This is an optimization exercise on Yosys and OpenROAD, whose aim is small area and a short achievable clock period, not a production implementation. Function was not checked in any run shown here: the RTL went through the layout flow alone. No activity file was given, so power comes from the tool's default toggle rates.

## config.mk

```make
export PLATFORM = sky130hd
export DESIGN_NAME = stack_alu
export DESIGN_NICKNAME = stack_alu
export VERILOG_FILES = /design/flow/design.v
export SDC_FILE = /design/flow/constraint.sdc
export NUM_CORES = 4
export LEC_CHECK = 0
export ABC_CLOCK_PERIOD_IN_PS = 2500
export CAP_MARGIN = 30
export CORE_MARGIN = 2
export CORE_UTILIZATION = 40
export SETUP_SLACK_MARGIN = 5
export SLEW_MARGIN = 30
export SYNTH_HIERARCHICAL = 1
export SYNTH_MINIMUM_KEEP_SIZE = 0
```

## constraint.sdc

```tcl
create_clock -name core_clock -period 7.5 [get_ports {clk}]
set_input_delay 1.5000 -clock core_clock [delete_from_list [all_inputs] [get_ports {clk}]]
set_output_delay 1.5000 -clock core_clock [all_outputs]
set_load 0.01 [all_outputs]
```

## design.v

```verilog
module stack_alu #(
  parameter int DEPTH = 256,
  parameter int WIDTH = 4
) (
  input  logic             clk,
  input  logic             rst_n,
  input  logic [2:0]       opcode,
  input  logic [WIDTH-1:0] input_data,
  output logic [WIDTH-1:0] output_data,
  output logic             empty,
  output logic             full,
  output logic             overflow
);
  localparam int CW = $clog2(DEPTH + 1);
  localparam int MD = DEPTH - 3;   
  localparam logic [2:0] OP_ADD  = 3'b100;
  localparam logic [2:0] OP_MUL  = 3'b101;
  localparam logic [2:0] OP_PUSH = 3'b110;
  localparam logic [2:0] OP_POP  = 3'b111;
  logic [WIDTH-1:0] mem [MD];
  logic [CW-1:0]    count;
  logic [WIDTH-1:0] t_q, b_q, c_q;
  logic [WIDTH-1:0] out_q;
  logic             ovf_q;
  logic             empty_q, full_q, ge2_q;
  logic [MD-1:0]    wr_sel;   
  logic [MD-1:0]    rd_sel;   
  logic [WIDTH-1:0] rd_data;
  localparam int NH = (DEPTH >> 4) + 1;
  logic [15:0]    lo_n;
  logic [NH-1:0]  hi_n;
  logic [DEPTH:3] sel;
  always_comb begin
    for (int i = 0; i < 16; i++) lo_n[i] = (count[3:0] != 4'(i));
    for (int i = 0; i < NH; i++) hi_n[i] = (count[CW-1:4] != (CW-4)'(i));
  end
  for (genvar k = 3; k <= DEPTH; k++) begin : g_sel
    stack_alu_nor2 u_sel (.a(hi_n[k >> 4]), .b(lo_n[k & 15]), .y(sel[k]));
  end
  assign wr_sel = sel[MD+2:3];
  assign rd_sel = sel[MD+3:4];
  localparam int NT = (MD + 2) / 3;    
  localparam int NG = (NT + 2) / 3;    
  logic [MD+2:0]          rs;
  logic [WIDTH-1:0]       md [MD+3];
  logic [NG*3-1:0]        t_n [WIDTH];
  logic [NG-1:0]          grp [WIDTH];
  always_comb begin
    rs = '0;
    rs[MD-1:0] = rd_sel;
    for (int j = 0; j < MD + 3; j++) md[j] = (j < MD) ? mem[j] : '0;
  end
  for (genvar w = 0; w < WIDTH; w++) begin : g_bit
    for (genvar t = 0; t < NG * 3; t++) begin : g_t
      if (t < NT) begin : g_live
        stack_alu_ao222n u_t (
          .s0(rs[3*t]),     .d0(md[3*t][w]),
          .s1(rs[3*t + 1]), .d1(md[3*t + 1][w]),
          .s2(rs[3*t + 2]), .d2(md[3*t + 2][w]),
          .y(t_n[w][t]));
      end else begin : g_pad
        assign t_n[w][t] = 1'b1;
      end
    end
    for (genvar g = 0; g < NG; g++) begin : g_g
      stack_alu_nand3 u_g (.a(t_n[w][3*g]), .b(t_n[w][3*g + 1]), .c(t_n[w][3*g + 2]),
                           .y(grp[w][g]));
    end
    assign rd_data[w] = |grp[w];
  end
  always_ff @(posedge clk) begin
    for (int j = 0; j < MD; j++)
      if (wr_sel[j]) mem[j] <= c_q;
  end
  logic signed [WIDTH-1:0]   a, b;
  logic signed [WIDTH:0]     sum;
  logic                      add_ovf, mul_ovf;
  logic [WIDTH-1:0]          alu_res;
  logic                      alu_ovf;
  assign a    = t_q;
  assign b    = b_q;
  assign sum  = {b[WIDTH-1], b} + {a[WIDTH-1], a};
  logic [WIDTH-1:0] mul_r;
  stack_alu_mul u_mul (.a(a), .b(b), .r(mul_r), .ovf(mul_ovf));
  assign add_ovf = sum[WIDTH] ^ sum[WIDTH-1];
  assign alu_res = opcode[0] ? mul_r : sum[WIDTH-1:0];
  assign alu_ovf = opcode[0] ? mul_ovf : add_ovf;
  logic do_push, do_pop, do_arith, inc, dec;
  assign do_push  = (opcode == OP_PUSH) && !full_q;
  assign do_pop   = (opcode == OP_POP) && !empty_q;
  assign do_arith = (opcode[2:1] == 2'b10) && ge2_q;
  assign inc = do_push;
  assign dec = do_pop || do_arith;
  logic eq1, eq255, ge3;
  assign eq1   = (count == CW'(1));
  assign eq255 = (count == CW'(DEPTH - 1));
  assign ge3   = (count >= CW'(3));
  always_ff @(posedge clk or negedge rst_n) begin
    if (!rst_n) begin
      count   <= '0;
      out_q   <= '0;
      ovf_q   <= 1'b0;
      empty_q <= 1'b1;
      full_q  <= 1'b0;
      ge2_q   <= 1'b0;
    end else begin
      if (opcode == OP_PUSH || opcode == OP_POP) ovf_q <= 1'b0;
      if (do_pop) out_q <= t_q;
      if (do_arith) begin
        out_q <= alu_res;
        ovf_q <= alu_ovf;
      end
      if (inc) begin
        count   <= count + CW'(1);
        empty_q <= 1'b0;
        full_q  <= eq255;
        ge2_q   <= !empty_q;
      end else if (dec) begin
        count   <= count - CW'(1);
        empty_q <= eq1;
        full_q  <= 1'b0;
        ge2_q   <= ge3;
      end
    end
  end
  always_ff @(posedge clk) begin
    if (rst_n) begin
      if (inc) begin
        t_q <= input_data;
        b_q <= t_q;
        c_q <= b_q;
      end else if (dec) begin
        t_q <= do_arith ? alu_res : b_q;
        b_q <= c_q;
        c_q <= rd_data;
      end
    end
  end
  assign output_data = out_q;
  assign overflow    = ovf_q;
  assign empty       = empty_q;
  assign full        = full_q;
endmodule
module stack_alu_nor2 (input logic a, input logic b, output logic y);
  assign y = ~(a | b);
endmodule
module stack_alu_nand3 (input logic a, input logic b, input logic c, output logic y);
  assign y = ~(a & b & c);
endmodule
module stack_alu_ao222n (
  input  logic s0, input logic d0,
  input  logic s1, input logic d1,
  input  logic s2, input logic d2,
  output logic y
);
  assign y = ~((s0 & d0) | (s1 & d1) | (s2 & d2));
endmodule
module stack_alu_mul (
  input  logic [3:0] a,
  input  logic [3:0] b,
  output logic [3:0] r,
  output logic       ovf
);
  always_comb begin
    case ({b, a})
      8'h00: {ovf, r} = 5'b00000;
      8'h01: {ovf, r} = 5'b00000;
      8'h02: {ovf, r} = 5'b00000;
      8'h03: {ovf, r} = 5'b00000;
      8'h04: {ovf, r} = 5'b00000;
      8'h05: {ovf, r} = 5'b00000;
      8'h06: {ovf, r} = 5'b00000;
      8'h07: {ovf, r} = 5'b00000;
      8'h08: {ovf, r} = 5'b00000;
      8'h09: {ovf, r} = 5'b00000;
      8'h0a: {ovf, r} = 5'b00000;
      8'h0b: {ovf, r} = 5'b00000;
      8'h0c: {ovf, r} = 5'b00000;
      8'h0d: {ovf, r} = 5'b00000;
      8'h0e: {ovf, r} = 5'b00000;
      8'h0f: {ovf, r} = 5'b00000;
      8'h10: {ovf, r} = 5'b00000;
      8'h11: {ovf, r} = 5'b00001;
      8'h12: {ovf, r} = 5'b00010;
      8'h13: {ovf, r} = 5'b00011;
      8'h14: {ovf, r} = 5'b00100;
      8'h15: {ovf, r} = 5'b00101;
      8'h16: {ovf, r} = 5'b00110;
      8'h17: {ovf, r} = 5'b00111;
      8'h18: {ovf, r} = 5'b01000;
      8'h19: {ovf, r} = 5'b01001;
      8'h1a: {ovf, r} = 5'b01010;
      8'h1b: {ovf, r} = 5'b01011;
      8'h1c: {ovf, r} = 5'b01100;
      8'h1d: {ovf, r} = 5'b01101;
      8'h1e: {ovf, r} = 5'b01110;
      8'h1f: {ovf, r} = 5'b01111;
      8'h20: {ovf, r} = 5'b00000;
      8'h21: {ovf, r} = 5'b00010;
      8'h22: {ovf, r} = 5'b00100;
      8'h23: {ovf, r} = 5'b00110;
      8'h24: {ovf, r} = 5'b11000;
      8'h25: {ovf, r} = 5'b11010;
      8'h26: {ovf, r} = 5'b11100;
      8'h27: {ovf, r} = 5'b11110;
      8'h28: {ovf, r} = 5'b10000;
      8'h29: {ovf, r} = 5'b10010;
      8'h2a: {ovf, r} = 5'b10100;
      8'h2b: {ovf, r} = 5'b10110;
      8'h2c: {ovf, r} = 5'b01000;
      8'h2d: {ovf, r} = 5'b01010;
      8'h2e: {ovf, r} = 5'b01100;
      8'h2f: {ovf, r} = 5'b01110;
      8'h30: {ovf, r} = 5'b00000;
      8'h31: {ovf, r} = 5'b00011;
      8'h32: {ovf, r} = 5'b00110;
      8'h33: {ovf, r} = 5'b11001;
      8'h34: {ovf, r} = 5'b11100;
      8'h35: {ovf, r} = 5'b11111;
      8'h36: {ovf, r} = 5'b10010;
      8'h37: {ovf, r} = 5'b10101;
      8'h38: {ovf, r} = 5'b11000;
      8'h39: {ovf, r} = 5'b11011;
      8'h3a: {ovf, r} = 5'b11110;
      8'h3b: {ovf, r} = 5'b10001;
      8'h3c: {ovf, r} = 5'b10100;
      8'h3d: {ovf, r} = 5'b10111;
      8'h3e: {ovf, r} = 5'b01010;
      8'h3f: {ovf, r} = 5'b01101;
      8'h40: {ovf, r} = 5'b00000;
      8'h41: {ovf, r} = 5'b00100;
      8'h42: {ovf, r} = 5'b11000;
      8'h43: {ovf, r} = 5'b11100;
      8'h44: {ovf, r} = 5'b10000;
      8'h45: {ovf, r} = 5'b10100;
      8'h46: {ovf, r} = 5'b11000;
      8'h47: {ovf, r} = 5'b11100;
      8'h48: {ovf, r} = 5'b10000;
      8'h49: {ovf, r} = 5'b10100;
      8'h4a: {ovf, r} = 5'b11000;
      8'h4b: {ovf, r} = 5'b11100;
      8'h4c: {ovf, r} = 5'b10000;
      8'h4d: {ovf, r} = 5'b10100;
      8'h4e: {ovf, r} = 5'b01000;
      8'h4f: {ovf, r} = 5'b01100;
      8'h50: {ovf, r} = 5'b00000;
      8'h51: {ovf, r} = 5'b00101;
      8'h52: {ovf, r} = 5'b11010;
      8'h53: {ovf, r} = 5'b11111;
      8'h54: {ovf, r} = 5'b10100;
      8'h55: {ovf, r} = 5'b11001;
      8'h56: {ovf, r} = 5'b11110;
      8'h57: {ovf, r} = 5'b10011;
      8'h58: {ovf, r} = 5'b11000;
      8'h59: {ovf, r} = 5'b11101;
      8'h5a: {ovf, r} = 5'b10010;
      8'h5b: {ovf, r} = 5'b10111;
      8'h5c: {ovf, r} = 5'b11100;
      8'h5d: {ovf, r} = 5'b10001;
      8'h5e: {ovf, r} = 5'b10110;
      8'h5f: {ovf, r} = 5'b01011;
      8'h60: {ovf, r} = 5'b00000;
      8'h61: {ovf, r} = 5'b00110;
      8'h62: {ovf, r} = 5'b11100;
      8'h63: {ovf, r} = 5'b10010;
      8'h64: {ovf, r} = 5'b11000;
      8'h65: {ovf, r} = 5'b11110;
      8'h66: {ovf, r} = 5'b10100;
      8'h67: {ovf, r} = 5'b11010;
      8'h68: {ovf, r} = 5'b10000;
      8'h69: {ovf, r} = 5'b10110;
      8'h6a: {ovf, r} = 5'b11100;
      8'h6b: {ovf, r} = 5'b10010;
      8'h6c: {ovf, r} = 5'b11000;
      8'h6d: {ovf, r} = 5'b11110;
      8'h6e: {ovf, r} = 5'b10100;
      8'h6f: {ovf, r} = 5'b01010;
      8'h70: {ovf, r} = 5'b00000;
      8'h71: {ovf, r} = 5'b00111;
      8'h72: {ovf, r} = 5'b11110;
      8'h73: {ovf, r} = 5'b10101;
      8'h74: {ovf, r} = 5'b11100;
      8'h75: {ovf, r} = 5'b10011;
      8'h76: {ovf, r} = 5'b11010;
      8'h77: {ovf, r} = 5'b10001;
      8'h78: {ovf, r} = 5'b11000;
      8'h79: {ovf, r} = 5'b11111;
      8'h7a: {ovf, r} = 5'b10110;
      8'h7b: {ovf, r} = 5'b11101;
      8'h7c: {ovf, r} = 5'b10100;
      8'h7d: {ovf, r} = 5'b11011;
      8'h7e: {ovf, r} = 5'b10010;
      8'h7f: {ovf, r} = 5'b01001;
      8'h80: {ovf, r} = 5'b00000;
      8'h81: {ovf, r} = 5'b01000;
      8'h82: {ovf, r} = 5'b10000;
      8'h83: {ovf, r} = 5'b11000;
      8'h84: {ovf, r} = 5'b10000;
      8'h85: {ovf, r} = 5'b11000;
      8'h86: {ovf, r} = 5'b10000;
      8'h87: {ovf, r} = 5'b11000;
      8'h88: {ovf, r} = 5'b10000;
      8'h89: {ovf, r} = 5'b11000;
      8'h8a: {ovf, r} = 5'b10000;
      8'h8b: {ovf, r} = 5'b11000;
      8'h8c: {ovf, r} = 5'b10000;
      8'h8d: {ovf, r} = 5'b11000;
      8'h8e: {ovf, r} = 5'b10000;
      8'h8f: {ovf, r} = 5'b11000;
      8'h90: {ovf, r} = 5'b00000;
      8'h91: {ovf, r} = 5'b01001;
      8'h92: {ovf, r} = 5'b10010;
      8'h93: {ovf, r} = 5'b11011;
      8'h94: {ovf, r} = 5'b10100;
      8'h95: {ovf, r} = 5'b11101;
      8'h96: {ovf, r} = 5'b10110;
      8'h97: {ovf, r} = 5'b11111;
      8'h98: {ovf, r} = 5'b11000;
      8'h99: {ovf, r} = 5'b10001;
      8'h9a: {ovf, r} = 5'b11010;
      8'h9b: {ovf, r} = 5'b10011;
      8'h9c: {ovf, r} = 5'b11100;
      8'h9d: {ovf, r} = 5'b10101;
      8'h9e: {ovf, r} = 5'b11110;
      8'h9f: {ovf, r} = 5'b00111;
      8'ha0: {ovf, r} = 5'b00000;
      8'ha1: {ovf, r} = 5'b01010;
      8'ha2: {ovf, r} = 5'b10100;
      8'ha3: {ovf, r} = 5'b11110;
      8'ha4: {ovf, r} = 5'b11000;
      8'ha5: {ovf, r} = 5'b10010;
      8'ha6: {ovf, r} = 5'b11100;
      8'ha7: {ovf, r} = 5'b10110;
      8'ha8: {ovf, r} = 5'b10000;
      8'ha9: {ovf, r} = 5'b11010;
      8'haa: {ovf, r} = 5'b10100;
      8'hab: {ovf, r} = 5'b11110;
      8'hac: {ovf, r} = 5'b11000;
      8'had: {ovf, r} = 5'b10010;
      8'hae: {ovf, r} = 5'b11100;
      8'haf: {ovf, r} = 5'b00110;
      8'hb0: {ovf, r} = 5'b00000;
      8'hb1: {ovf, r} = 5'b01011;
      8'hb2: {ovf, r} = 5'b10110;
      8'hb3: {ovf, r} = 5'b10001;
      8'hb4: {ovf, r} = 5'b11100;
      8'hb5: {ovf, r} = 5'b10111;
      8'hb6: {ovf, r} = 5'b10010;
      8'hb7: {ovf, r} = 5'b11101;
      8'hb8: {ovf, r} = 5'b11000;
      8'hb9: {ovf, r} = 5'b10011;
      8'hba: {ovf, r} = 5'b11110;
      8'hbb: {ovf, r} = 5'b11001;
      8'hbc: {ovf, r} = 5'b10100;
      8'hbd: {ovf, r} = 5'b11111;
      8'hbe: {ovf, r} = 5'b11010;
      8'hbf: {ovf, r} = 5'b00101;
      8'hc0: {ovf, r} = 5'b00000;
      8'hc1: {ovf, r} = 5'b01100;
      8'hc2: {ovf, r} = 5'b01000;
      8'hc3: {ovf, r} = 5'b10100;
      8'hc4: {ovf, r} = 5'b10000;
      8'hc5: {ovf, r} = 5'b11100;
      8'hc6: {ovf, r} = 5'b11000;
      8'hc7: {ovf, r} = 5'b10100;
      8'hc8: {ovf, r} = 5'b10000;
      8'hc9: {ovf, r} = 5'b11100;
      8'hca: {ovf, r} = 5'b11000;
      8'hcb: {ovf, r} = 5'b10100;
      8'hcc: {ovf, r} = 5'b10000;
      8'hcd: {ovf, r} = 5'b11100;
      8'hce: {ovf, r} = 5'b11000;
      8'hcf: {ovf, r} = 5'b00100;
      8'hd0: {ovf, r} = 5'b00000;
      8'hd1: {ovf, r} = 5'b01101;
      8'hd2: {ovf, r} = 5'b01010;
      8'hd3: {ovf, r} = 5'b10111;
      8'hd4: {ovf, r} = 5'b10100;
      8'hd5: {ovf, r} = 5'b10001;
      8'hd6: {ovf, r} = 5'b11110;
      8'hd7: {ovf, r} = 5'b11011;
      8'hd8: {ovf, r} = 5'b11000;
      8'hd9: {ovf, r} = 5'b10101;
      8'hda: {ovf, r} = 5'b10010;
      8'hdb: {ovf, r} = 5'b11111;
      8'hdc: {ovf, r} = 5'b11100;
      8'hdd: {ovf, r} = 5'b11001;
      8'hde: {ovf, r} = 5'b00110;
      8'hdf: {ovf, r} = 5'b00011;
      8'he0: {ovf, r} = 5'b00000;
      8'he1: {ovf, r} = 5'b01110;
      8'he2: {ovf, r} = 5'b01100;
      8'he3: {ovf, r} = 5'b01010;
      8'he4: {ovf, r} = 5'b01000;
      8'he5: {ovf, r} = 5'b10110;
      8'he6: {ovf, r} = 5'b10100;
      8'he7: {ovf, r} = 5'b10010;
      8'he8: {ovf, r} = 5'b10000;
      8'he9: {ovf, r} = 5'b11110;
      8'hea: {ovf, r} = 5'b11100;
      8'heb: {ovf, r} = 5'b11010;
      8'hec: {ovf, r} = 5'b11000;
      8'hed: {ovf, r} = 5'b00110;
      8'hee: {ovf, r} = 5'b00100;
      8'hef: {ovf, r} = 5'b00010;
      8'hf0: {ovf, r} = 5'b00000;
      8'hf1: {ovf, r} = 5'b01111;
      8'hf2: {ovf, r} = 5'b01110;
      8'hf3: {ovf, r} = 5'b01101;
      8'hf4: {ovf, r} = 5'b01100;
      8'hf5: {ovf, r} = 5'b01011;
      8'hf6: {ovf, r} = 5'b01010;
      8'hf7: {ovf, r} = 5'b01001;
      8'hf8: {ovf, r} = 5'b11000;
      8'hf9: {ovf, r} = 5'b00111;
      8'hfa: {ovf, r} = 5'b00110;
      8'hfb: {ovf, r} = 5'b00101;
      8'hfc: {ovf, r} = 5'b00100;
      8'hfd: {ovf, r} = 5'b00011;
      8'hfe: {ovf, r} = 5'b00010;
      8'hff: {ovf, r} = 5'b00001;
      default: {ovf, r} = 5'b0;
    endcase
  end
endmodule
```

## run.sh

```bash
#!/bin/bash
# synth_recipe.tcl (not shown) runs the flow's synth.tcl, then flattens the netlist and writes it again
# the make line also repeats each setting of config.mk as NAME=value (left out here)
make -C /OpenROAD-flow-scripts/flow DESIGN_CONFIG=/design/flow/config.mk WORK_HOME=/design/flow/orfs CLKGATE_MAP_FILE= SYNTH_SCRIPT=/design/flow/synth_recipe.tcl finish
```

==> impl_metrics.ini, run 1 <==
[status]
status = complete, no violations

[global_routing]
grt_pass1_wl_mm = 141
globalRouteTotalUtil_pct = 19.0
antenna_found_initial = 2
grt_pass1_vias = 22000
overflow = 0
grt_max_degree = 208

[setup_path]
max_stage_delay_ns = 0.49
ff2ff_setup_slack_ns = 4.29
r2r_cells = 10
cp.required_ns = 7.90
cpLargestDelayFamily = simple AND/OR/NAND/NOR gates
cp.depth = 10
cp-start-kind = register
cp_data_arrival_time_ns = 3.61
rr_endpoint = c_q[0]
r2r_start = count[6]
cp_cell_sequence = nor3b_4, buf_12, nand2_2, nor2_2, a222oi_1, nand3_1, nor4_4, nand4_1, nor3_2, nor2_1
critPathBufInv = 1
worst-path-max-fanout = 8
crit_slowest_cell = nor4_4
cp-end-kind = register
startpoint = count[6]
critPathKind = register to register
worstSetupEndpoint = c_q[0]

[timing]
tns_ns = 0
final-hold-violation-count = 0
slew_headroom_pct = 36.6
worst-slew-pin-transition_ns = 0.952
drv_slew = 0
fmax_mhz = 311
finalCritPeriodShare_pct = 42.8
clock_skew_ns = 0.0374
finalSetupViolations = 0
min_period_ns = 3.21
rsz0062_at_grt = yes

[logic_synthesis]
ys_warn_count = 15
synth_flop_cell = edfxtp_1
synth_seq_cells = 1041
ys_top_cells_by_area = edfxtp_1 (80%), a222oi_1 (8.9%), nor2_1 (2.8%)
avgSynthCellArea_um2 = 18.3
synth_area_mm2 = 0.0382
syn_inst = 2093
ys_types = 71
synth_top_area_share_pct = 80.4
yosysSeqAreaShare_pct = 81.5
synth_edf_count = 1024
async_reset_ff_share_pct = 1.63
yosysTopAreaCell = edfxtp_1

[final_layout]
num_antenna_cells = 0
area_growth_pct = 20.9
final_cell_area_mm2 = 0.0462
instances_no_fill = 3723
final_cell_mix = edfxtp_1 (1024), a222oi_1 (340), nor2_1 (145)
final_net_count = 2400
mostFrequentLayoutCell = edfxtp_1
drive_above_1_share_pct = 23.3

[route]
totalWireLength_mm = 96.9
drc = 0
routed_via_density = 6.17
drtAntennaViolNets = 0
first_pass_iters = 13
drt-initial-drc-count = 3890
vias = 23000
wl_per_cell_um = 26.0

[floorplanning]
core_mm2 = 0.0949
initial_core_util_pct = 40.3
io_pins = 16
row_count = 113
die_y_um = 313
chipWidth_um = 313
dieArea_mm2 = 0.0981

[cts]
cts_buffers = 100
clk_root_buffer_cell = clkbuf_16
cts_buffer_depth = 3
numClockSinks = 1041
clk_latency_ns = 0.66
clk_pin_slew_worst_paths_ns = 0.06
cts_max_level = 3
cts_tree = done

[worst_hold_path]
min_path_cells = 1
hold_path_class = register to register

[place]
postPlaceCellArea_mm2 = 0.0402
place_inst = 3396
port_buffers = 15
gp_congestion = 0.846
hpwl_mm = 54.7

[power]
power_density_mw_per_mm2 = 303
ir_worst_vdd_mv = 0.178
cellLeakagePower_nw = 14.4

[run]
max-cap-violations = 0
## per-module statistics from Yosys, one instance, submodules excluded
module            cells  cell area (um2)  flip-flops and latches  times used
stack_alu          1275            32600                    1041           1
stack_alu_nand3       1             5.00                       0         116
stack_alu_mul       108              712                       0           1
stack_alu_nor2        1             3.75                       0         254
stack_alu_ao222n      1             10.0                       0         340
## report_power, final
group	switching (mW)	total [mW]	internal, mW	leakage, nW
logic	1.44	2.16	0.718	3.43
clock network	2.13	5.14	3.00	1.64
registers	0.111	6.73	6.62	9.31
total	3.69	14.0	10.3	14.4
## registers in the layout, summed over array words and instances, names as in the netlist
name,flops
b_q,4
c_q,4
count,9
empty_q,1
full_q,1
ge2_q,1
mem,1012
out_q,4
ovf_q,1
t_q,4
## layer usage
layer	vias up	part of all wire (%)	GRT usage, %
met1	11700	41	27.0
li1	9756	-	-
met4	4	3.0	5.95
met5	-	0.028	0
met3	205	10	5.05
met2	1313	45	28.8
## area by class of cell
class	count	area (um2)
sequential	1041	31200
fill	7617	48600
inverter	10	42.5
timing repair buffer	173	1700
clock buffer	127	2730
tap	1265	1580
multi-input combinational	1048	8320
clock inverter	59	668
## through the flow
step	total power, mW	hold WS [ns]	util (%)	setup WS, ns
finish	14.0	0.517	48.7	4.29
detailed placement	8.12	0.479	42.4	3.07
global route	14.4	0.558	48.7	4.24
CTS	13.8	0.522	47.8	4.38
global placement	8.08	0.476	42.3	2.85
floorplan	7.52	0.483	-	3.48
## worst min-delay path by stage
stage,endpoint,slack [ns],startpoint
finish,ovf_q,0.52,ovf_q
global route,ovf_q,0.56,ovf_q
CTS,ovf_q,0.52,ovf_q
detailed placement,out_q[0],0.48,out_q[0]
global placement,out_q[1],0.48,out_q[1]
floorplan,empty_q,0.48,empty_q
## what timing repair did
item | in CTS | in global routing
setup endpoints to repair | 859 | 153
hold buffers | 0 | 0
pin swaps | 106 | 99
resized for setup | 286 | 102
cloned | 5 | 4
buffers inserted | 85 | 47
## Yosys cell counts (3+ instances only)
| cell type | number |
|---|---|
| nor4_1 | 25 |
| nor3b_1 | 6 |
| nor2b_1 | 8 |
| nand2_1 | 65 |
| dfrtp_1 | 16 |
| nor3_1 | 14 |
| o31ai_1 | 5 |
| a31oi_1 | 7 |
| a222oi_1 | 340 |
| nand3_1 | 129 |
| xnor2_1 | 8 |
| edfxtp_1 | 1024 |
| o21ai_0 | 7 |
| nand4_1 | 10 |
| nor4b_1 | 3 |
| nor2_1 | 286 |
| buf_2 | 13 |
| buf_6 | 4 |
| a211oi_1 | 6 |
| a21oi_1 | 13 |
| o211ai_1 | 6 |
| mux2i_1 | 6 |
| inv_1 | 9 |
| xor2_1 | 3 |
| ha_1 | 16 |
| o21ai_1 | 4 |
| clkbuf_1 | 4 |
## cells by family (layout without fill, tap and decap cells)
kind of cell | Yosys count | count (layout) | synth area share, %
buf+inv | 33 | 369 | 0.465
simple gates | 568 | 575 | 6.72
other cells | 2 | 24 | 0.0196
xor+xnor | 11 | 11 | 0.252
fa+ha+maj | 18 | 18 | 0.602
compound gates | 414 | 414 | 10.2
flops | 1041 | 1041 | 81.5
mux | 6 | 6 | 0.157
==> run 2: changes to the inputs <==
--- a/design.v
+++ b/design.v
@@ -11,14 +11,15 @@
   output logic             full,
   output logic             overflow
 );
-  localparam int CW = $clog2(DEPTH + 1);
   localparam int MD = DEPTH - 3;   
   localparam logic [2:0] OP_ADD  = 3'b100;
   localparam logic [2:0] OP_MUL  = 3'b101;
   localparam logic [2:0] OP_PUSH = 3'b110;
   localparam logic [2:0] OP_POP  = 3'b111;
   logic [WIDTH-1:0] mem [MD];
-  logic [CW-1:0]    count;
+  localparam int NH = (DEPTH >> 4) + 1;
+  logic [15:0]      lo_n;
+  logic [NH-1:0]    hi_n;
   logic [WIDTH-1:0] t_q, b_q, c_q;
   logic [WIDTH-1:0] out_q;
   logic             ovf_q;
@@ -26,14 +27,7 @@
   logic [MD-1:0]    wr_sel;   
   logic [MD-1:0]    rd_sel;   
   logic [WIDTH-1:0] rd_data;
-  localparam int NH = (DEPTH >> 4) + 1;
-  logic [15:0]    lo_n;
-  logic [NH-1:0]  hi_n;
   logic [DEPTH:3] sel;
-  always_comb begin
-    for (int i = 0; i < 16; i++) lo_n[i] = (count[3:0] != 4'(i));
-    for (int i = 0; i < NH; i++) hi_n[i] = (count[CW-1:4] != (CW-4)'(i));
-  end
   for (genvar k = 3; k <= DEPTH; k++) begin : g_sel
     stack_alu_nor2 u_sel (.a(hi_n[k >> 4]), .b(lo_n[k & 15]), .y(sel[k]));
   end
@@ -92,12 +86,13 @@
   assign inc = do_push;
   assign dec = do_pop || do_arith;
   logic eq1, eq255, ge3;
-  assign eq1   = (count == CW'(1));
-  assign eq255 = (count == CW'(DEPTH - 1));
-  assign ge3   = (count >= CW'(3));
+  assign eq1   = !hi_n[0] && !lo_n[1];
+  assign eq255 = !hi_n[(DEPTH - 1) >> 4] && !lo_n[(DEPTH - 1) & 15];
+  assign ge3   = hi_n[0] || (lo_n[0] && lo_n[1] && lo_n[2]);
   always_ff @(posedge clk or negedge rst_n) begin
     if (!rst_n) begin
-      count   <= '0;
+      lo_n    <= ~16'(1);
+      hi_n    <= ~NH'(1);
       out_q   <= '0;
       ovf_q   <= 1'b0;
       empty_q <= 1'b1;
@@ -111,12 +106,14 @@
         ovf_q <= alu_ovf;
       end
       if (inc) begin
-        count   <= count + CW'(1);
+        lo_n    <= {lo_n[14:0], lo_n[15]};
+        if (!lo_n[15]) hi_n <= {hi_n[NH-2:0], 1'b1};
         empty_q <= 1'b0;
         full_q  <= eq255;
         ge2_q   <= !empty_q;
       end else if (dec) begin
-        count   <= count - CW'(1);
+        lo_n    <= {lo_n[0], lo_n[15:1]};
+        if (!lo_n[0]) hi_n <= {1'b1, hi_n[NH-1:1]};
         empty_q <= eq1;
         full_q  <= 1'b0;
         ge2_q   <= ge3;
==> run 2 against run 1 <==
Compared with the run above: still clean; non-clock buffer count fell by 21; critical path depth fell by 9; utilization fell by 0.74 points; register-to-register slack improved by 0.43 ns; sequential share of layout area rose by 1.2 points; flip-flop and latch count rose by 24; fmax rose by 13%; synthesized cell count rose by 2.7%; clock power barely moved; via count fell by 1.1%; combinational power rose to 2.7 times the previous value; design area rose by 0.39%; critical path type is now register to primary output; critical endpoint is now empty; largest power group unchanged.
==> impl_metrics.ini, run 2 <==
[status]
status = complete, no violations

[global_routing]
grt_pass1_vias = 22000
overflow = 0
grt_pass1_wl_mm = 141
globalRouteTotalUtil_pct = 18.6
grt_max_degree = 118
antenna_found_initial = 1

[setup_path]
cp_cell_sequence = buf_6
max_stage_delay_ns = 0.57
crit_slowest_cell = dfstp_2
cp-end-kind = primary output
cp_data_arrival_time_ns = 1.34
critPathBufInv = 1
worst-path-max-fanout = 2
cp-start-kind = register
cp.required_ns = 6.00
critPathKind = register to primary output
cpLargestDelayFamily = flip-flops

[timing]
min_period_ns = 2.84
finalSetupViolations = 0
drv_slew = 0
finalCritPeriodShare_pct = 37.9
clock_skew_ns = 0.0211
setup_slack_ns = 4.66
final-hold-violation-count = 0
slew_headroom_pct = 43.5
fmax_mhz = 352
rsz0062_at_grt = yes
worst-slew-pin-transition_ns = 0.848
tns_ns = 0

[floorplanning]
initial_core_util_pct = 40.3
io_pins = 16
dieArea_mm2 = 0.100
core_mm2 = 0.0967
chipWidth_um = 316
row_count = 114
die_y_um = 316

[logic_synthesis]
synth_seq_cells = 1065
synth_top_area_share_pct = 78.8
yosysMostFrequentCell = edfxtp_1
synth_area_mm2 = 0.0390
ys_warn_count = 15
yosysSeqAreaShare_pct = 81.5
yosysTopAreaCell = edfxtp_1
syn_inst = 2149
ys_types = 58
ys_top_cells_by_area = edfxtp_1 (79%), a222oi_1 (8.7%), nor2_1 (2.8%)
async_reset_ff_share_pct = 3.85
yosys-top-cells-count = edfxtp_1 (1024), a222oi_1 (340), nor2_1 (287)
avgSynthCellArea_um2 = 18.2
synth_edf_count = 1024
synth_flop_cell = edfxtp_1

[cts]
cts_max_level = 3
clk_latency_ns = 0.67
cts_buffer_depth = 3
cts_tree = done
clk_root_buffer_cell = clkbuf_16
clk_pin_slew_worst_paths_ns = 0.06
numClockSinks = 1065
cts_buffers = 100
cts-hold-fix-buffers = 0

[place]
gp_congestion = 0.793
hpwl_mm = 51.3
dp_slack_ns = 3.13
port_buffers = 15

[route]
totalWireLength_mm = 94.1
drc = 0
wl_per_cell_um = 25.0
first_pass_iters = 10
drtAntennaViolNets = 0
routed_via_density = 6.05
drt-initial-drc-count = 3738
vias = 22700

[final_layout]
largest_reg_flops = 1012
area_growth_pct = 19.0
regMostFlops = mem
reg_top3 = mem (1012), hi_n (17), lo_n (16)
multiInputGateArea_mm2 = 0.00782
mostFrequentLayoutCell = edfxtp_1
final_net_count = 2421
final_cell_mix = edfxtp_1 (1024), a222oi_1 (340), nor2_1 (234)
fill_cells = 7929
num_antenna_cells = 0
drive_above_1_share_pct = 18.1
seq_area_mm2 = 0.0319

[worst_hold_path]
hold_path_class = register to register

[power]
power_density_mw_per_mm2 = 437
ir_worst_vdd_mv = 0.227
cellLeakagePower_nw = 14.7

[run]
max-cap-violations = 0
-- run 2: cell type report --
cell class | count | share of cell area [%]
clock buffer | 128 | 5.84
clock inverter | 55 | 1.46
inverter | 9 | 0.0728
multi-input combinational | 1073 | 16.8
sequential | 1065 | 68.6
tap | 1276 | 3.44
timing repair buffer | 152 | 3.71
-- run 2: modules after synthesis, one instance, submodules excluded --
module	area (um2)	cells	flip-flops and latches	copies in the design
stack_alu	33400	1337	1065	1
stack_alu_nand3	5.00	1	0	116
stack_alu_nor2	3.75	1	0	254
stack_alu_ao222n	10.0	1	0	340
stack_alu_mul	671	102	0	1
-- run 2: repair_timing --
item                                   in CTS  in global routing
gates cloned                                6                  0
gates resized for setup                   217                 31
setup buffers                              79                 23
pin swaps                                 106                 67
setup endpoints to repair                  72                 30
endpoints found under the hold margin       0                  0
-- run 2: metrics by stage --
step	hold slack (ns)	cells	total power [mW]	cell area [um2]	utilization, %
2_1_floorplan	0.479	2171	12.2	39200	-
3_3_place_gp	0.467	3465	13.9	41000	42.4
3_5_place_dp	0.467	3466	14.2	41000	42.4
4_1_cts	0.554	3734	20.2	46100	47.7
5_1_grt	0.582	3758	21.1	46400	48.0
6_report	0.555	3758	20.3	46400	48.0
-- run 2: path summary, 6_finish.rpt --
path,startpoint,endpoint,slack (ns),cells past startpoint
worst min-delay path,hi_n[16],hi_n[16],0.56,2
worst max-delay path,empty_q,empty,4.66,1
max in group asynchronous,rst_n,hi_n[1],6.16,2
min in group asynchronous,rst_n,ovf_q,0.91,2
worst max register to register,lo_n[14],c_q[2],4.72,9
worst min register to register,hi_n[16],hi_n[16],0.56,2
-- run 2: per-layer routing --
metal,up-vias,share of wire [%],wire length [um],global-route usage [%]
met5,-,0,0,0
met4,0,2.0,1900,5.25
met3,133,8.5,8040,2.79
met2,1064,48,44800,29.7
met1,11700,42,39300,26.7
li1,9850,-,-,-
-- run 2: kinds of logic after synthesis --
group	share of synthesized area (%)
AOI/OAI and AO/OA	10.2
DFF	81.5
xor gates and xnor gates	0.112
muxes	0.921
adders and majority gates	0.398
buffers and inverters	0.523
and+or+nand+nor	6.39
other	0.0193
-- run 2: power by group --
group          internal (mW)  switching [mW]
clock                   3.04            2.13
sequential              8.69           0.590
combinational           1.75            4.07
==> run 3: changes to the inputs <==
--- a/design.v
+++ b/design.v
@@ -35,30 +35,36 @@
   assign rd_sel = sel[MD+3:4];
   localparam int NT = (MD + 2) / 3;    
   localparam int NG = (NT + 2) / 3;    
-  logic [MD+2:0]          rs;
-  logic [WIDTH-1:0]       md [MD+3];
+  localparam int NS = NG * 9;          
+  logic [NS-1:0]          rs;
+  logic [WIDTH-1:0]       md [NS];
   logic [NG*3-1:0]        t_n [WIDTH];
   logic [NG-1:0]          grp [WIDTH];
   always_comb begin
     rs = '0;
     rs[MD-1:0] = rd_sel;
-    for (int j = 0; j < MD + 3; j++) md[j] = (j < MD) ? mem[j] : '0;
+    for (int j = 0; j < NS; j++) md[j] = (j < MD) ? mem[j] : '0;
   end
   for (genvar w = 0; w < WIDTH; w++) begin : g_bit
     for (genvar t = 0; t < NG * 3; t++) begin : g_t
-      if (t < NT) begin : g_live
+      if (3 * t + 2 < MD) begin : g_full
         stack_alu_ao222n u_t (
           .s0(rs[3*t]),     .d0(md[3*t][w]),
           .s1(rs[3*t + 1]), .d1(md[3*t + 1][w]),
           .s2(rs[3*t + 2]), .d2(md[3*t + 2][w]),
           .y(t_n[w][t]));
-      end else begin : g_pad
-        assign t_n[w][t] = 1'b1;
+      end else begin : g_part
+        assign t_n[w][t] = ~((rs[3*t] & md[3*t][w]) | (rs[3*t + 1] & md[3*t + 1][w]) |
+                             (rs[3*t + 2] & md[3*t + 2][w]));
       end
     end
     for (genvar g = 0; g < NG; g++) begin : g_g
-      stack_alu_nand3 u_g (.a(t_n[w][3*g]), .b(t_n[w][3*g + 1]), .c(t_n[w][3*g + 2]),
-                           .y(grp[w][g]));
+      if (9 * g + 8 < MD) begin : g_full
+        stack_alu_nand3 u_g (.a(t_n[w][3*g]), .b(t_n[w][3*g + 1]), .c(t_n[w][3*g + 2]),
+                             .y(grp[w][g]));
+      end else begin : g_part
+        assign grp[w][g] = ~(t_n[w][3*g] & t_n[w][3*g + 1] & t_n[w][3*g + 2]);
+      end
     end
     assign rd_data[w] = |grp[w];
   end
--- a/config.mk
+++ b/config.mk
@@ -9,6 +9,8 @@
 export CAP_MARGIN = 30
 export CORE_MARGIN = 2
 export CORE_UTILIZATION = 40
+export CTS_CLUSTER_DIAMETER = 80
+export CTS_CLUSTER_SIZE = 30
 export SETUP_SLACK_MARGIN = 5
 export SLEW_MARGIN = 30
 export SYNTH_HIERARCHICAL = 1
==> run 3 against run 2 <==
Compared with the run above: non-clock buffer count grew 47; critical path depth did not move; via count decreased by 1.3%; area after synthesis down 0.31%; combinational power increased by 9.3%.
==> impl_metrics.ini, run 3 <==
[power]
power_density_mw_per_mm2 = 410
cellLeakagePower_nw = 13.8
ir_worst_vdd_mv = 0.234

[timing]
min_period_ns = 2.81
rsz0062_at_grt = yes
finalCritPeriodShare_pct = 37.4
drv_slew = 0
slew_headroom_pct = 36.9
tns_ns = 0
fmax_mhz = 356
clock_skew_ns = 0.0392
final-hold-violation-count = 0
finalSetupViolations = 0
worst-slew-pin-transition_ns = 0.943

[setup_path]
ff2ff_setup_slack_ns = 4.76
cpLargestDelayFamily = flip-flops
cp-end-kind = primary output
critPathBufInv = 1
r2r_cells = 9
r2r_start = lo_n[0]
worst-path-max-fanout = 2
max_stage_delay_ns = 0.59
cp_data_arrival_time_ns = 1.31
cp.required_ns = 6.00
critPathKind = register to primary output
rr_endpoint = c_q[1]
cp_cell_sequence = buf_6
startpoint = empty_q
crit_slowest_cell = dfstp_2
cp-start-kind = register
cp.depth = 1

[global_routing]
grt_pass1_vias = 21600
overflow = 0
grt_pass1_wl_mm = 139
grt_max_degree = 251
antenna_found_initial = 2
globalRouteTotalUtil_pct = 18.3

[place]
postPlaceCellArea_mm2 = 0.0408
port_buffers = 15
hpwl_mm = 51.0
place_inst = 3386
gp_congestion = 0.794

[worst_hold_path]
min_path_cells = 2
min-delay-start = out_q[1]
hold-path-endpoint = out_q[1]
hold_path_class = register to register

[final_layout]
final_cell_area_mm2 = 0.0449
final_cell_mix = edfxtp_1 (1024), a222oi_1 (336), nor2_1 (188)
seq_area_mm2 = 0.0319
mostFrequentLayoutCell = edfxtp_1
num_antenna_cells = 0
drive_above_1_share_pct = 20.0
fill_cells = 7936
area_growth_pct = 15.5
reg_top3 = mem (1012), hi_n (17), lo_n (16)
largest_reg_flops = 1012
instances_no_fill = 3626
final_net_count = 2347
multiInputGateArea_mm2 = 0.00785
regMostFlops = mem
final_util_pct = 46.5

[route]
routed_via_density = 6.19
totalWireLength_mm = 94.6
drc = 0
drtAntennaViolNets = 0
wl_per_cell_um = 26.1
drt-initial-drc-count = 3664
vias = 22400
first_pass_iters = 10

[cts]
cts_buffer_depth = 3
clk_latency_ns = 0.64
cts_max_level = 2
clk_pin_slew_worst_paths_ns = 0.11
clk_root_buffer_cell = clkbuf_16
numClockSinks = 1065
cts_buffers = 43
cts-hold-fix-buffers = 0
cts_tree = done

[status]
status = complete, no violations

[floorplanning]
dieArea_mm2 = 0.0997
io_pins = 16
die_y_um = 316
initial_core_util_pct = 40.3
row_count = 114
chipWidth_um = 316
core_mm2 = 0.0966

[run]
max-cap-violations = 0

[logic_synthesis]
yosysTopAreaCell = edfxtp_1
synth_area_mm2 = 0.0389
synth_edf_count = 1024
async_reset_ff_share_pct = 3.85
ys_top_cells_by_area = edfxtp_1 (79%), a222oi_1 (8.6%), nor2_1 (2.7%)
ys_types = 58
syn_inst = 2103
yosysSeqAreaShare_pct = 81.7
synth_seq_cells = 1065
synth_top_area_share_pct = 79.1
yosysMostFrequentCell = edfxtp_1
ys_warn_count = 16
synth_flop_cell = edfxtp_1
avgSynthCellArea_um2 = 18.5
yosys-top-cells-count = edfxtp_1 (1024), a222oi_1 (336), nor2_1 (281)
run 3: cell count changes after synthesis, moves of 6 or more:
| cell | before | now |
|---|---|---|
| mux2i_1 | 16 | 4 |
| mux2_1 | 0 | 10 |
| a22oi_1 | 0 | 14 |
| nor2_1 | 287 | 281 |
| nand3_1 | 122 | 133 |
| o21ai_1 | 8 | 1 |
| o21ai_0 | 15 | 7 |
| nand2_1 | 94 | 55 |
run 3: metal layers:
metal	vias up	global-route usage [%]	share of wire [%]
li1	9641	-	-
met1	11600	26.0	41
met2	1032	30.3	49
met3	117	2.27	7.7
met4	0	4.38	2.3
met5	-	0	0
run 3: cell families (layout without fill, tap and decap cells):
group | count (synthesis) | in the layout | synth area share, %
DFF | 1065 | 1065 | 81.7
buffers and inverters | 32 | 274 | 0.479
xor gates and xnor gates | 5 | 5 | 0.113
AOI/OAI and AO/OA | 418 | 419 | 10.2
muxes | 34 | 34 | 1.05
adders and majority gates | 12 | 12 | 0.399
and+or+nand+nor | 537 | 541 | 6.05
run 3: layout make-up:
| cell class | instances | share of cell area [%] |
|---|---|---|
| repair buffers | 199 | 5.05 |
| inverters | 7 | 0.0585 |
| clock buffers | 56 | 2.62 |
| multi-input cells | 1011 | 17.5 |
| clock inverters | 12 | 0.223 |
| well taps | 1276 | 3.56 |
| flip-flops and latches | 1065 | 71.0 |
run 3: report_power, final:
group	internal [mW]	switching, mW	total [mW]
logic	2.04	4.31	6.35
registers	8.63	0.568	9.20
clock network	1.14	1.71	2.85
run 3: how the worst max path moves through the flow:
stage	slack, ns	endpoint
after CTS	4.67	empty
after floorplan	3.48	mem[0][0]
after global routing	4.66	empty
after detailed placement	3.39	hi_n[6]
final	4.69	empty
after global placement	3.48	hi_n[13]
run 3: metrics by stage:
step | hold slack [ns] | power (mW) | worst slack (ns)
after global placement | 0.488 | 14.0 | 3.48
final | 0.539 | 18.4 | 4.69
after global routing | 0.569 | 19.2 | 4.66
after detailed placement | 0.494 | 14.2 | 3.39
after floorplan | 0.480 | 12.2 | 3.48
after CTS | 0.519 | 18.0 | 4.67
run 3: what timing repair did:
item / 4_1_cts / 5_1_grt
buffers inserted: 117 / 47
setup endpoints to repair: 157 / 69
gates resized for setup: 209 / 68
cloned: 5 / 2
pin swaps: 97 / 124
run 3: Yosys stat by module (local to each module, per instance):
module | copies in the design | cells inside | area (um2) | flip-flops and latches
stack_alu_nor2 | 254 | 1 | 3.75 | 0
stack_alu_nand3 | 112 | 1 | 5.00 | 0
stack_alu_ao222n | 336 | 1 | 10.0 | 0
stack_alu_mul | 1 | 102 | 671 | 0
stack_alu | 1 | 1299 | 33300 | 1065
==> run 4: changes to the inputs <==
--- a/design.v
+++ b/design.v
@@ -11,99 +11,118 @@
   output logic             full,
   output logic             overflow
 );
-  localparam int MD = DEPTH - 3;   
-  localparam logic [2:0] OP_ADD  = 3'b100;
-  localparam logic [2:0] OP_MUL  = 3'b101;
   localparam logic [2:0] OP_PUSH = 3'b110;
   localparam logic [2:0] OP_POP  = 3'b111;
-  logic [WIDTH-1:0] mem [MD];
-  localparam int NH = (DEPTH >> 4) + 1;
-  logic [15:0]      lo_n;
-  logic [NH-1:0]    hi_n;
-  logic [WIDTH-1:0] t_q, b_q, c_q;
+  localparam int LO = 4;                  
+  localparam int NL = 1 << LO;            
+  localparam int NR = DEPTH / NL + 1;     
+  localparam int GR = 4;                  
+  localparam int NP = (NR + GR - 1) / GR;
+  logic [NL-1:0]    lo;
+  logic [NR-1:0]    hi;
+  logic [WIDTH-1:0] mem [4:DEPTH];
+  logic [WIDTH-1:0] t_q, b_q;
+  logic [WIDTH-1:0] c_part [NP];
+  logic [WIDTH-1:0] c_val;
   logic [WIDTH-1:0] out_q;
   logic             ovf_q;
-  logic             empty_q, full_q, ge2_q;
-  logic [MD-1:0]    wr_sel;   
-  logic [MD-1:0]    rd_sel;   
-  logic [WIDTH-1:0] rd_data;
-  logic [DEPTH:3] sel;
-  for (genvar k = 3; k <= DEPTH; k++) begin : g_sel
-    stack_alu_nor2 u_sel (.a(hi_n[k >> 4]), .b(lo_n[k & 15]), .y(sel[k]));
-  end
-  assign wr_sel = sel[MD+2:3];
-  assign rd_sel = sel[MD+3:4];
-  localparam int NT = (MD + 2) / 3;    
-  localparam int NG = (NT + 2) / 3;    
-  localparam int NS = NG * 9;          
-  logic [NS-1:0]          rs;
-  logic [WIDTH-1:0]       md [NS];
-  logic [NG*3-1:0]        t_n [WIDTH];
-  logic [NG-1:0]          grp [WIDTH];
+  logic             empty_q, nfull_q, ge2_q;
+  logic             nempty_o, full_o;
   always_comb begin
-    rs = '0;
-    rs[MD-1:0] = rd_sel;
-    for (int j = 0; j < NS; j++) md[j] = (j < MD) ? mem[j] : '0;
+    c_val = '0;
+    for (int p = 0; p < NP; p++) c_val = c_val | c_part[p];
   end
+  logic [NL-1:0] lo_n;
+  logic [NR-1:0] hi_n;
+  assign lo_n = ~lo;
+  assign hi_n = ~hi;
+  for (genvar i = 4; i <= DEPTH; i++) begin : g_wr
+    logic we;
+    stack_alu_nor2 u_we (.a(hi_n[(i - 1) / NL]), .b(lo_n[(i - 1) % NL]), .y(we));
+    always_ff @(posedge clk) begin
+      if (we) mem[i] <= c_val;
+    end
+  end
+  logic [NR-1:0] row_n [WIDTH];           
   for (genvar w = 0; w < WIDTH; w++) begin : g_bit
-    for (genvar t = 0; t < NG * 3; t++) begin : g_t
-      if (3 * t + 2 < MD) begin : g_full
-        stack_alu_ao222n u_t (
-          .s0(rs[3*t]),     .d0(md[3*t][w]),
-          .s1(rs[3*t + 1]), .d1(md[3*t + 1][w]),
-          .s2(rs[3*t + 2]), .d2(md[3*t + 2][w]),
-          .y(t_n[w][t]));
-      end else begin : g_part
-        assign t_n[w][t] = ~((rs[3*t] & md[3*t][w]) | (rs[3*t + 1] & md[3*t + 1][w]) |
-                             (rs[3*t + 2] & md[3*t + 2][w]));
+    for (genvar h = 0; h < NR; h++) begin : g_row
+      localparam int FIRST = (h == 0) ? 4 : 0;                
+      localparam int LAST  = (NL * h + NL - 1 > DEPTH) ? DEPTH - NL * h : NL - 1;
+      localparam int NS    = LAST - FIRST + 1;
+      localparam int NT    = (NS + 2) / 3;                     
+      logic [3*NT-1:0] s, d;
+      logic [NT-1:0]   t_n;
+      for (genvar k = 0; k < 3 * NT; k++) begin : g_s
+        if (k < NS) begin : g_live
+          assign s[k] = lo[FIRST + k];
+          assign d[k] = mem[NL * h + FIRST + k][w];
+        end else begin : g_pad
+          assign s[k] = 1'b0;
+          assign d[k] = 1'b0;
+        end
       end
-    end
-    for (genvar g = 0; g < NG; g++) begin : g_g
-      if (9 * g + 8 < MD) begin : g_full
-        stack_alu_nand3 u_g (.a(t_n[w][3*g]), .b(t_n[w][3*g + 1]), .c(t_n[w][3*g + 2]),
-                             .y(grp[w][g]));
-      end else begin : g_part
-        assign grp[w][g] = ~(t_n[w][3*g] & t_n[w][3*g + 1] & t_n[w][3*g + 2]);
+      for (genvar t = 0; t < NT; t++) begin : g_t
+        if (3 * t + 2 < NS) begin : g_full
+          stack_alu_ao222n u_t (.s0(s[3*t]), .d0(d[3*t]), .s1(s[3*t+1]), .d1(d[3*t+1]),
+                                .s2(s[3*t+2]), .d2(d[3*t+2]), .y(t_n[t]));
+        end else begin : g_part
+          assign t_n[t] = ~((s[3*t] & d[3*t]) | (s[3*t+1] & d[3*t+1]) |
+                            (s[3*t+2] & d[3*t+2]));
+        end
+      end
+      if (NT == 6) begin : g_six
+        logic x, y;
+        stack_alu_nand3 u_x (.a(t_n[0]), .b(t_n[1]), .c(t_n[2]), .y(x));
+        stack_alu_nand3 u_y (.a(t_n[3]), .b(t_n[4]), .c(t_n[5]), .y(y));
+        stack_alu_oa21n u_r (.a(x), .b(y), .c(hi[h]), .y(row_n[w][h]));
+      end else begin : g_other
+        assign row_n[w][h] = ~(hi[h] & ~&t_n);
       end
     end
-    assign rd_data[w] = |grp[w];
   end
-  always_ff @(posedge clk) begin
-    for (int j = 0; j < MD; j++)
-      if (wr_sel[j]) mem[j] <= c_q;
+  logic [WIDTH-1:0] rd_part [NP];
+  always_comb begin
+    for (int p = 0; p < NP; p++)
+      for (int w = 0; w < WIDTH; w++) begin
+        rd_part[p][w] = 1'b0;
+        for (int h = GR * p; h < GR * p + GR && h < NR; h++)
+          rd_part[p][w] = rd_part[p][w] | ~row_n[w][h];
+      end
   end
-  logic signed [WIDTH-1:0]   a, b;
-  logic signed [WIDTH:0]     sum;
-  logic                      add_ovf, mul_ovf;
-  logic [WIDTH-1:0]          alu_res;
-  logic                      alu_ovf;
-  assign a    = t_q;
-  assign b    = b_q;
-  assign sum  = {b[WIDTH-1], b} + {a[WIDTH-1], a};
-  logic [WIDTH-1:0] mul_r;
+  logic signed [WIDTH-1:0] a, b;
+  logic signed [WIDTH:0]   sum;
+  logic                    add_ovf, mul_ovf;
+  logic [WIDTH-1:0]        mul_r;
+  logic [WIDTH-1:0]        alu_res;
+  logic                    alu_ovf;
+  assign a   = t_q;
+  assign b   = b_q;
+  assign sum = {b[WIDTH-1], b} + {a[WIDTH-1], a};
   stack_alu_mul u_mul (.a(a), .b(b), .r(mul_r), .ovf(mul_ovf));
   assign add_ovf = sum[WIDTH] ^ sum[WIDTH-1];
   assign alu_res = opcode[0] ? mul_r : sum[WIDTH-1:0];
   assign alu_ovf = opcode[0] ? mul_ovf : add_ovf;
   logic do_push, do_pop, do_arith, inc, dec;
-  assign do_push  = (opcode == OP_PUSH) && !full_q;
+  assign do_push  = (opcode == OP_PUSH) && nfull_q;
   assign do_pop   = (opcode == OP_POP) && !empty_q;
   assign do_arith = (opcode[2:1] == 2'b10) && ge2_q;
   assign inc = do_push;
   assign dec = do_pop || do_arith;
   logic eq1, eq255, ge3;
-  assign eq1   = !hi_n[0] && !lo_n[1];
-  assign eq255 = !hi_n[(DEPTH - 1) >> 4] && !lo_n[(DEPTH - 1) & 15];
-  assign ge3   = hi_n[0] || (lo_n[0] && lo_n[1] && lo_n[2]);
+  assign eq1   = hi[0] && lo[1];
+  assign eq255 = hi[(DEPTH - 1) / NL] && lo[(DEPTH - 1) % NL];
+  assign ge3   = !(hi[0] && (lo[0] || lo[1] || lo[2]));
   always_ff @(posedge clk or negedge rst_n) begin
     if (!rst_n) begin
-      lo_n    <= ~16'(1);
-      hi_n    <= ~NH'(1);
-      out_q   <= '0;
-      ovf_q   <= 1'b0;
-      empty_q <= 1'b1;
-      full_q  <= 1'b0;
-      ge2_q   <= 1'b0;
+      lo       <= NL'(1);
+      hi       <= NR'(1);
+      out_q    <= '0;
+      ovf_q    <= 1'b0;
+      empty_q  <= 1'b1;
+      nfull_q  <= 1'b1;
+      ge2_q    <= 1'b0;
+      nempty_o <= 1'b0;
+      full_o   <= 1'b0;
     end else begin
       if (opcode == OP_PUSH || opcode == OP_POP) ovf_q <= 1'b0;
       if (do_pop) out_q <= t_q;
@@ -112,17 +131,21 @@
         ovf_q <= alu_ovf;
       end
       if (inc) begin
-        lo_n    <= {lo_n[14:0], lo_n[15]};
-        if (!lo_n[15]) hi_n <= {hi_n[NH-2:0], 1'b1};
-        empty_q <= 1'b0;
-        full_q  <= eq255;
-        ge2_q   <= !empty_q;
+        lo       <= {lo[NL-2:0], lo[NL-1]};
+        if (lo[NL-1]) hi <= {hi[NR-2:0], 1'b0};
+        empty_q  <= 1'b0;
+        nfull_q  <= !eq255;
+        ge2_q    <= !empty_q;
+        nempty_o <= 1'b1;
+        full_o   <= eq255;
       end else if (dec) begin
-        lo_n    <= {lo_n[0], lo_n[15:1]};
-        if (!lo_n[0]) hi_n <= {1'b1, hi_n[NH-1:1]};
-        empty_q <= eq1;
-        full_q  <= 1'b0;
-        ge2_q   <= ge3;
+        lo       <= {lo[0], lo[NL-1:1]};
+        if (lo[0]) hi <= {1'b0, hi[NR-1:1]};
+        empty_q  <= eq1;
+        nfull_q  <= 1'b1;
+        ge2_q    <= ge3;
+        nempty_o <= !eq1;
+        full_o   <= 1'b0;
       end
     end
   end
@@ -131,18 +154,19 @@
       if (inc) begin
         t_q <= input_data;
         b_q <= t_q;
-        c_q <= b_q;
+        c_part[0] <= b_q;
+        for (int p = 1; p < NP; p++) c_part[p] <= '0;
       end else if (dec) begin
         t_q <= do_arith ? alu_res : b_q;
-        b_q <= c_q;
-        c_q <= rd_data;
+        b_q <= c_val;
+        for (int p = 0; p < NP; p++) c_part[p] <= rd_part[p];
       end
     end
   end
   assign output_data = out_q;
   assign overflow    = ovf_q;
-  assign empty       = empty_q;
-  assign full        = full_q;
+  assign empty       = !nempty_o;
+  assign full        = full_o;
 endmodule
 module stack_alu_nor2 (input logic a, input logic b, output logic y);
   assign y = ~(a | b);
@@ -150,6 +174,9 @@
 module stack_alu_nand3 (input logic a, input logic b, input logic c, output logic y);
   assign y = ~(a & b & c);
 endmodule
+module stack_alu_oa21n (input logic a, input logic b, input logic c, output logic y);
+  assign y = ~((a | b) & c);
+endmodule
 module stack_alu_ao222n (
   input  logic s0, input logic d0,
   input  logic s1, input logic d1,
--- a/config.mk
+++ b/config.mk
@@ -11,7 +11,7 @@
 export CORE_UTILIZATION = 40
 export CTS_CLUSTER_DIAMETER = 80
 export CTS_CLUSTER_SIZE = 30
-export SETUP_SLACK_MARGIN = 5
+export SETUP_SLACK_MARGIN = 4.88
 export SLEW_MARGIN = 30
 export SYNTH_HIERARCHICAL = 1
 export SYNTH_MINIMUM_KEEP_SIZE = 0
==> run 4 against run 3 <==
Compared with the run above: cell count up 1.1%; sequential power shrank 18%; register-to-register slack improved by 0.15 ns; utilization shrank 2.0 points; clock power grew 8.4%; flip-flop and latch count increased by 18; largest power group unchanged; clock-buffer cell count is 10 higher; setup slack improved by 0.086 ns; critical path depth is 1 higher.
==> impl_metrics.ini, run 4 <==
[timing]
tns_ns = 0
finalCritPeriodShare_pct = 36.3
drv_slew = 0
clock_skew_ns = 0.0381
rsz0062_at_grt = yes
setup_slack_ns = 4.78
worst-slew-pin-transition_ns = 0.995
min_period_ns = 2.72
slew_headroom_pct = 33.6
fmax_mhz = 368
final-hold-violation-count = 0
finalSetupViolations = 0
whs_ns = 0.512

[logic_synthesis]
avgSynthCellArea_um2 = 17.7
ys_top_cells_by_area = edfxtp_1 (78%), a222oi_1 (7.9%), nor2_1 (2.5%)
synth_seq_cells = 1083
ys_warn_count = 16
yosysMostFrequentCell = edfxtp_1
synth_top_area_share_pct = 78.4
synth_area_mm2 = 0.0398
synth_flop_cell = edfxtp_1
yosysSeqAreaShare_pct = 81.2
synth_edf_count = 1040
yosys-top-cells-count = edfxtp_1 (1040), a222oi_1 (316), nor2_1 (270)
async_reset_ff_share_pct = 3.97
yosysTopAreaCell = edfxtp_1
syn_inst = 2246
ys_types = 62

[final_layout]
final_util_pct = 44.5
reg_top3 = mem (1012), c_part (20), hi (17)
final_net_count = 2369
num_antenna_cells = 0
largest_reg_flops = 1012
area_growth_pct = 10.1
final_cell_area_mm2 = 0.0439
final_cell_mix = edfxtp_1 (1040), a222oi_1 (316), nor2_1 (268)
drive_above_1_share_pct = 8.70
mostFrequentLayoutCell = edfxtp_1
regMostFlops = mem

[worst_hold_path]
hold_path_class = register to register
min-delay-start = empty_q
min_path_cells = 2
hold-path-endpoint = empty_q

[route]
wl_per_cell_um = 28.7
drtAntennaViolNets = 0
totalWireLength_mm = 105
first_pass_iters = 10
drc = 0
drt-initial-drc-count = 4134
vias = 23200
routed_via_density = 6.32

[global_routing]
grt_pass1_wl_mm = 153
globalRouteTotalUtil_pct = 20.0
grt_pass1_vias = 22800
antenna_found_initial = 1
overflow = 0
grt_max_degree = 94

[status]
status = complete, no violations

[place]
dp_slack_ns = 3.00
port_buffers = 15
hpwl_mm = 59.3
gp_congestion = 0.826
postPlaceCellArea_mm2 = 0.0418

[cts]
cts_max_level = 2
cts-hold-fix-buffers = 0
cts_buffers = 45
clk_latency_ns = 0.65
cts_tree = done
clk_root_buffer_cell = clkbuf_16
cts_buffer_depth = 3
clk_pin_slew_worst_paths_ns = 0.11
numClockSinks = 1083

[setup_path]
cp-start-kind = register
cp-end-kind = primary output
ff2ff_setup_slack_ns = 4.91
worst-path-max-fanout = 2
cp_data_arrival_time_ns = 1.22
critPathKind = register to primary output
r2r_cells = 3
r2r_start = lo[8]
cp.required_ns = 6.00
rr_endpoint = mem[153][3]

[floorplanning]
io_pins = 16
chipWidth_um = 319
die_y_um = 319
core_mm2 = 0.0986
initial_core_util_pct = 40.4
dieArea_mm2 = 0.102
row_count = 115

[power]
cellLeakagePower_nw = 10.8
ir_worst_vdd_mv = 0.216
power_density_mw_per_mm2 = 366

[run]
max-cap-violations = 0
## run 4: cell types whose count changed in the layout (fill, tap and decap cells not counted), moves of 22 or more
cell     change
mux2_4      -30
o21ai_1     +69
nor4_4      -23
dfrtp_4     -22
nor2_2      -76
nor2_1      +80
nand2_1     +27
buf_12      -40
buf_4       -68
## run 4: worst max path at each step
stage,startpoint,to,slack (ns),depth (start not counted)
6_report,nempty_o,empty,4.78,2
4_1_cts,full_o,full,4.74,1
3_3_place_gp,opcode[2],hi[5],3.13,5
2_1_floorplan,opcode[2],b_q[0],4.48,4
5_1_grt,nempty_o,empty,4.73,2
3_5_place_dp,opcode[2],hi[8],3.00,5
## run 4: metal layers
metal	share of wire, %	global-route usage (%)	wire length [um]
met3	10	3.17	10800
met5	0	0	0
met1	40	28.2	41800
met4	2.5	5.24	2650
met2	47	32.6	49800
## run 4: logic make-up after synthesis
logic type               after synthesis  synth area share, %
flip-flops                          1083                 81.2
AND/OR/NAND/NOR                      541                 5.87
AO/OA/AOI/OAI                        525                 11.4
buffers and inverters                 76                0.911
adder cells (fa/ha/maj)               13                0.427
multiplexers                           5                0.126
XOR/XNOR                               3               0.0660
## run 4: per-stage QoR
| stage | power, mW | std cells |
|---|---|---|
| 6_report | 16.0 | 3667 |
| 5_1_grt | 16.6 | 3667 |
| 4_1_cts | 16.0 | 3647 |
| 3_5_place_dp | 12.9 | 3548 |
| 3_3_place_gp | 12.7 | 3545 |
| 2_1_floorplan | 10.7 | 2246 |
## run 4: area by class of cell
cell class,instances,area (um2)
Timing Repair Buffer,89,936
Clock inverter,14,175
Multi-Input combinational cell,1092,7350
Tap cell,1287,1610
Inverter,36,149
Sequential cell,1083,32300
Fill cell,8356,54700
Clock buffer,66,1290
## run 4: where the power goes
part	internal [mW]	total, mW	switching [mW]
logic	1.72	5.46	3.74
registers	7.23	7.50	0.271
clock network	1.28	3.09	1.81
## run 4: repair_timing
action / CTS / global route
setup buffers: 15 / 18
pin swaps: 6 / 1
cloned: 4 / 1
endpoints found under the setup margin: 852 / 338
hold endpoints to repair: 0 / 0
resized for setup: 67 / 25
## run 4: per-module statistics from Yosys, one instance, submodules excluded
module,times used,cells inside
stack_alu_oa21n,60,1
stack_alu_mul,1,102
stack_alu_nor2,253,1
stack_alu,1,1395
stack_alu_ao222n,316,1
stack_alu_nand3,120,1
## run 4: worst max-delay path: stages, from the launching register on
cell     delay [ns]
dfrtp_1        0.39
inv_2          0.09
buf_6          0.11

[afterwards: timing with drivers on the ports]
Ports are ideal in the flow. The routed layouts listed here were re-timed in OpenROAD.
Step 1, drivers: a clkbuf_16 drives clk and a buf_2 each remaining input, both assumed.
Step 2 moves the port delays by t, midway between the first and last clock arrival at a register: inputs arrive t later, outputs are due t later. That takes back most of the time a late clock gives input paths.
a / b / c = no drivers / after step 1 / after step 2; a / b = the first two.
run | t (ns) | setup slack, ns | worst register clock-pin slew, ns | worst data-port slew with drivers (ns)
run 1 | 0.707 | 4.290 / 4.290 / 4.213 | 0.07 / 0.07 | 0.03
run 2 | 0.731 | 4.660 / 4.589 / 4.349 | 0.07 / 0.07 | 0.05
run 3 | 0.685 | 4.694 / 4.629 / 4.371 | 0.12 / 0.12 | 0.04
run 4 | 0.690 | 4.780 / 4.717 / 4.281 | 0.12 / 0.12 | 0.05
After both steps every run listed still meets setup and hold. For run 4, which loses most, drivers alone change the setup slack by -0.063 ns; drivers and shift together by -0.499 ns.
